Background: an optimization exercise with open tools, aiming at a short achievable clock period and few clock cycles. Do not read the settings as production practice.
Only simulation tests tie the RTL to the original design; equivalence was not proved.
Power is estimated from default activity; no workload was simulated.

Setup of lane 1:
==> flow/design.v <==
package cpuPkg;
    typedef enum logic [8-1:0] {
        NOP      = 8'h00,
        ENDOP    = 8'h01,
        CLAC     = 8'h02,
        LDIAC    = 8'h03,
        LDAC     = 8'h04,
        STR      = 8'h05,
        STIR     = 8'h06,
        JUMP     = 8'h07,
        JMPNZ    = 8'h08,
        JMPZ     = 8'h09,
        MUL      = 8'h0A,
        ADD      = 8'h0B,
        SUB      = 8'h0C,
        INCAC    = 8'h0D,
        MV_RL_AC = 8'h1F,  
        MV_RP_AC = 8'h2F,
        MV_RQ_AC = 8'h3F,
        MV_RC_AC = 8'h4F,
        MV_R_AC  = 8'h5F,
        MV_R1_AC = 8'h6F,
        MV_AC_RP = 8'h7F,
        MV_AC_RQ = 8'h8F,
        MV_AC_RL = 8'h9F
    } opcodeT;
    typedef enum logic [5:0] {
        IDLE, FETCH1, FETCH2, NOP1, ENDOP1, CLAC1,
        LDIAC1, LDIAC2, LDIAC3, LDIAC4, LDAC1, LDAC2, LDAC3,
        STR1, STR2, STIR1, STIR2, STIR3, JUMP1, JUMP2, SKIP1,
        MUL1, ADD1, SUB1, INCAC1,
        MV_RL_AC1, MV_RP_AC1, MV_RQ_AC1, MV_RC_AC1, MV_R_AC1, MV_R1_AC1,
        MV_AC_RP1, MV_AC_RQ1, MV_AC_RL1
    } stateT;
    typedef enum logic [2:0] {
        ALU_CLR, ALU_PASS, ALU_ADD, ALU_SUB, ALU_MUL, ALU_INC, ALU_IDLE
    } aluOpT;
    typedef enum logic [3:0] {
        BUS_DMEM, BUS_R, BUS_IR, BUS_RL, BUS_RC, BUS_RP, BUS_RQ, BUS_R1, BUS_AC, BUS_NONE
    } busSelT;
    typedef struct packed {
        logic ar;
        logic r;
        logic pc;
        logic ir;
        logic rl;
        logic rc;
        logic rp;
        logic rq;
        logic r1;
        logic ac;
    } regWrT;
    typedef struct packed {
        logic pc;
        logic rc;
        logic rp;
        logic rq;
    } regIncT;
    typedef struct packed {
        aluOpT  aluOp;
        regWrT  wr;
        regIncT inc;
        busSelT busSel;
        logic   dmemWe;
        logic   zWe;
    } ctrlWordT;
    typedef logic [12-1:0] dataWordT;
    typedef struct packed {
        logic                   imemWe;
        logic                   dmemWe;
        logic [8-1:0] addr;
        dataWordT               data;  
    } hostReqT;
endpackage
`timescale 1ns/1ps
module processorTop (
    input  logic        clk,
    input  logic        reset,
    input  logic        start,
    input  logic        hostImemWe,
    input  logic        hostDmemWe,
    input  logic [7:0]  hostAddr,
    input  logic [11:0] hostData,
    output logic [11:0] hostRdata,
    output logic        ready,
    output logic        done
);
    localparam logic [7:0] NOP = 8'h00, ENDOP = 8'h01, CLAC = 8'h02,
        LDIAC = 8'h03, LDAC = 8'h04, STR = 8'h05, STIR = 8'h06, JUMP = 8'h07,
        JMPNZ = 8'h08, JMPZ = 8'h09, MUL = 8'h0A, ADD = 8'h0B, SUB = 8'h0C,
        INCAC = 8'h0D, MV_RL_AC = 8'h1F, MV_RP_AC = 8'h2F, MV_RQ_AC = 8'h3F,
        MV_RC_AC = 8'h4F, MV_R_AC = 8'h5F, MV_R1_AC = 8'h6F, MV_AC_RP = 8'h7F,
        MV_AC_RQ = 8'h8F, MV_AC_RL = 8'h9F;
    logic [255:0][7:0]  im0;   
    logic [255:0][7:0]  im1;   
    logic [255:0][11:0] dm;    
    logic        idle, running, fin;
    logic [7:0]  pc, pc2, pc3;   
    logic [7:0]  b0, b1;         
    logic [11:0] ac, r, rl, rc, rp, rq, r1;
    logic        zv;             
    logic [15:1][11:0] mt;       
    assign ready = idle;
    assign done  = fin;
    wire isEnd   = (b0 == ENDOP);
    wire isClac  = (b0 == CLAC);
    wire isLdiac = (b0 == LDIAC);
    wire isLdac  = (b0 == LDAC);
    wire isStr   = (b0 == STR);
    wire isStir  = (b0 == STIR);
    wire isJump  = (b0 == JUMP);
    wire isJnz   = (b0 == JMPNZ);
    wire isJz    = (b0 == JMPZ);
    wire isMul   = (b0 == MUL);
    wire isAdd   = (b0 == ADD);
    wire isSub   = (b0 == SUB);
    wire isInc   = (b0 == INCAC);
    wire isMvRl  = (b0 == MV_RL_AC);
    wire isMvRp  = (b0 == MV_RP_AC);
    wire isMvRq  = (b0 == MV_RQ_AC);
    wire isMvRc  = (b0 == MV_RC_AC);
    wire isMvR   = (b0 == MV_R_AC);
    wire isMvR1  = (b0 == MV_R1_AC);
    wire isAcRp  = (b0 == MV_AC_RP);
    wire isAcRq  = (b0 == MV_AC_RQ);
    wire isAcRl  = (b0 == MV_AC_RL);
    wire zf      = zv & (ac == 12'd0);
    wire taken   = isJump | (isJnz & ~zf) | (isJz & zf);
    wire len2    = isLdiac | isStir | isJump | isJnz | isJz;
    wire endNext = ~len2 & ~isEnd & (b1 == ENDOP);
    wire stop    = isEnd | endNext;
    wire [7:0] rdP2  = im0[pc2];
    wire [7:0] rdP3  = im0[pc3];
    wire [7:0] rdT0  = im0[b1];
    wire [7:0] rdT1  = im1[b1];
    logic [7:0] nb0, nb1, npc, npc2, npc3;
    always_comb begin
        if (idle) begin
            nb0 = im0[0];  nb1 = im0[1];
            npc = 8'd0;    npc2 = 8'd2;       npc3 = 8'd3;
        end else if (taken) begin
            nb0 = rdT0;    nb1 = rdT1;
            npc = b1;      npc2 = b1 + 8'd2;  npc3 = b1 + 8'd3;
        end else if (len2) begin
            nb0 = rdP2;    nb1 = rdP3;
            npc = pc2;     npc2 = pc2 + 8'd2; npc3 = pc3 + 8'd2;
        end else begin
            nb0 = b1;      nb1 = rdP2;
            npc = pc + 8'd1; npc2 = pc3;      npc3 = pc3 + 8'd1;
        end
    end
    wire [11:0] rdA = dm[b1];         
    wire [11:0] rdB = dm[ac[7:0]];    
    wire [11:0] mul0 = (ac[3:0]  == 4'd0) ? 12'd0 : mt[ac[3:0]];
    wire [11:0] mul1 = (ac[7:4]  == 4'd0) ? 12'd0 : mt[ac[7:4]];
    wire [11:0] mul2 = (ac[11:8] == 4'd0) ? 12'd0 : mt[ac[11:8]];
    wire [11:0] prod = mul0 + {mul1[7:0], 4'd0} + {mul2[3:0], 8'd0};
    logic [11:0] acN;
    logic        acWe;
    always_comb begin
        acWe = 1'b1;
        acN  = ac;
        if (isClac)       acN = 12'd0;
        else if (isLdiac) acN = rdA;
        else if (isLdac)  acN = rdB;
        else if (isMul)   acN = prod;
        else if (isAdd)   acN = ac + r;
        else if (isSub)   acN = ac - rc;
        else if (isInc)   acN = ac + 12'd1;
        else if (isAcRp)  acN = rp;
        else if (isAcRq)  acN = rq;
        else if (isAcRl)  acN = rl;
        else              acWe = 1'b0;
    end
    wire        exec = running;
    wire        pWe  = exec & (isStr | isStir);
    wire [7:0]  pWa  = isStr ? ac[7:0] : b1;
    wire [11:0] pWd  = isStr ? r : ac;
    logic [15:1][11:0] mtN;
    always_comb begin
        mtN[1]  = ac;
        mtN[2]  = {ac[10:0], 1'b0};
        mtN[3]  = ac + {ac[10:0], 1'b0};
        mtN[4]  = {ac[9:0], 2'b0};
        mtN[5]  = ac + {ac[9:0], 2'b0};
        mtN[6]  = {mtN[3][10:0], 1'b0};
        mtN[7]  = {ac[8:0], 3'b0} - ac;
        mtN[8]  = {ac[8:0], 3'b0};
        mtN[9]  = {ac[8:0], 3'b0} + ac;
        mtN[10] = {mtN[5][10:0], 1'b0};
        mtN[11] = {ac[8:0], 3'b0} + mtN[3];
        mtN[12] = {mtN[3][9:0], 2'b0};
        mtN[13] = {ac[8:0], 3'b0} + mtN[5];
        mtN[14] = {mtN[7][10:0], 1'b0};
        mtN[15] = {ac[7:0], 4'b0} - ac;
    end
    always_ff @(posedge clk) begin
        if (reset) begin
            idle <= 1'b1; running <= 1'b0; fin <= 1'b0;
            pc <= '0; pc2 <= '0; pc3 <= '0; b0 <= '0; b1 <= '0;
            ac <= '0; r <= '0; rl <= '0; rc <= '0; rp <= '0; rq <= '0; r1 <= '0;
            zv <= 1'b0;
            mt <= '0;
        end else begin
            if (idle) begin
                if (start) begin
                    idle <= 1'b0; running <= 1'b1;
                end
            end else if (running & stop) begin
                running <= 1'b0; fin <= 1'b1;
            end
            if (idle | running) begin
                pc <= npc; pc2 <= npc2; pc3 <= npc3; b0 <= nb0; b1 <= nb1;
            end
            if (exec) begin
                if (acWe) begin
                    ac <= acN;
                    zv <= 1'b1;
                end
                if (isMvRl) rl <= ac;
                if (isMvR)  r  <= ac;
                if (isMvR1) begin
                    r1 <= ac;
                    mt <= mtN;
                end
                if (isMvRc)     rc <= ac;
                else if (isMul) rc <= rc + 12'd1;
                if (isMvRp)     rp <= ac;
                else if (isMul) rp <= rp + 12'd1;
                if (isMvRq)     rq <= ac;
                else if (isMul) rq <= rq + 12'd1;
            end
        end
    end
    wire        dWe = idle ? hostDmemWe : pWe;
    wire [7:0]  dWa = idle ? hostAddr   : pWa;
    wire [11:0] dWd = idle ? hostData   : pWd;
    for (genvar i = 0; i < 256; i++) begin : g_mem
        always_ff @(posedge clk) begin
            if (dWe && dWa == 8'(i)) dm[i] <= dWd;
            if (hostImemWe && hostAddr == 8'(i)) im0[i] <= hostData[7:0];
            if (hostImemWe && hostAddr == 8'(i + 1)) im1[i] <= hostData[7:0];
        end
    end
    logic [15:0][11:0] hq;
    logic [3:0]        hHi;
    always_ff @(posedge clk) begin
        for (int g = 0; g < 16; g++) hq[g] <= dm[{4'(g), hostAddr[3:0]}];
        hHi <= hostAddr[7:4];
    end
    assign hostRdata = hq[hHi];
endmodule
clock: 9.0 ns
lec_check: 0
cap_margin: 20
core_margin: 2
core_utilization: 30
place_density: 0.4
slew_margin: 20
run.sh (not shown) runs the stock make flow with config.mk's settings and CLKGATE_MAP_FILE= SYNTH_SCRIPT=/design/flow/synth_recipe.tcl, a recipe that flattens the netlist after the stock synthesis.
Ran to the end and failed final checks on capacitance limit, slew limit: lane 1.
Testbench counts of lane 1, summed over its fixed seeds: cycles 13,865.
Input-level comparison between lane 2 and lane 1:
- swapping 20 for 40 in SLEW_MARGIN
- swapping 20 for 40 in CAP_MARGIN
[summary]
- Looking at the reports, lane 2 completed the entire flow and the layout it produced met the timing, DRC and antenna checks.
- Relative to lane 1, lane 2 improves setup slack.
- Going from lane 1 to lane 2, normalized max-slew margin up 26 points, share of the final layout cell area in sequential cells down 0.23 points, final instance area up 0.54%, global-route track usage on met2 down 0.70 points.
- Where static power due to leakage is concerned, lane 1 is better than lane 2.

re-timing with driven ports:
The results above use ideal ports. As a check the final layouts listed here were re-extracted and re-timed, cells and wires unchanged.
Step 1 (the two cells are an assumption about what drives the block):
set clk [get_ports {clk}]
set_driving_cell -lib_cell sky130_fd_sc_hd__clkbuf_16 $clk
set_driving_cell -lib_cell sky130_fd_sc_hd__buf_2 [delete_from_list [all_inputs] $clk]
Step 2 moves the port delays by t, midway between the first and last clock arrival at a register: inputs arrive t later, outputs are due t later. That takes back most of the time a late clock gives input paths.
Slacks: no drivers / after step 1 / after step 2; pairs: no drivers / after step 1.
run | t, ns | setup WS [ns] | worst setup path at the end | worst slew at a driven data input, ns | pins driven straight from the clock port
lane 1 | 1.304 | 1.002 / 1.002 / 1.002 | register to register | 0.28 | 1
lane 2 | 1.298 | 1.081 / 1.081 / 1.081 | register to register | 0.33 | 1
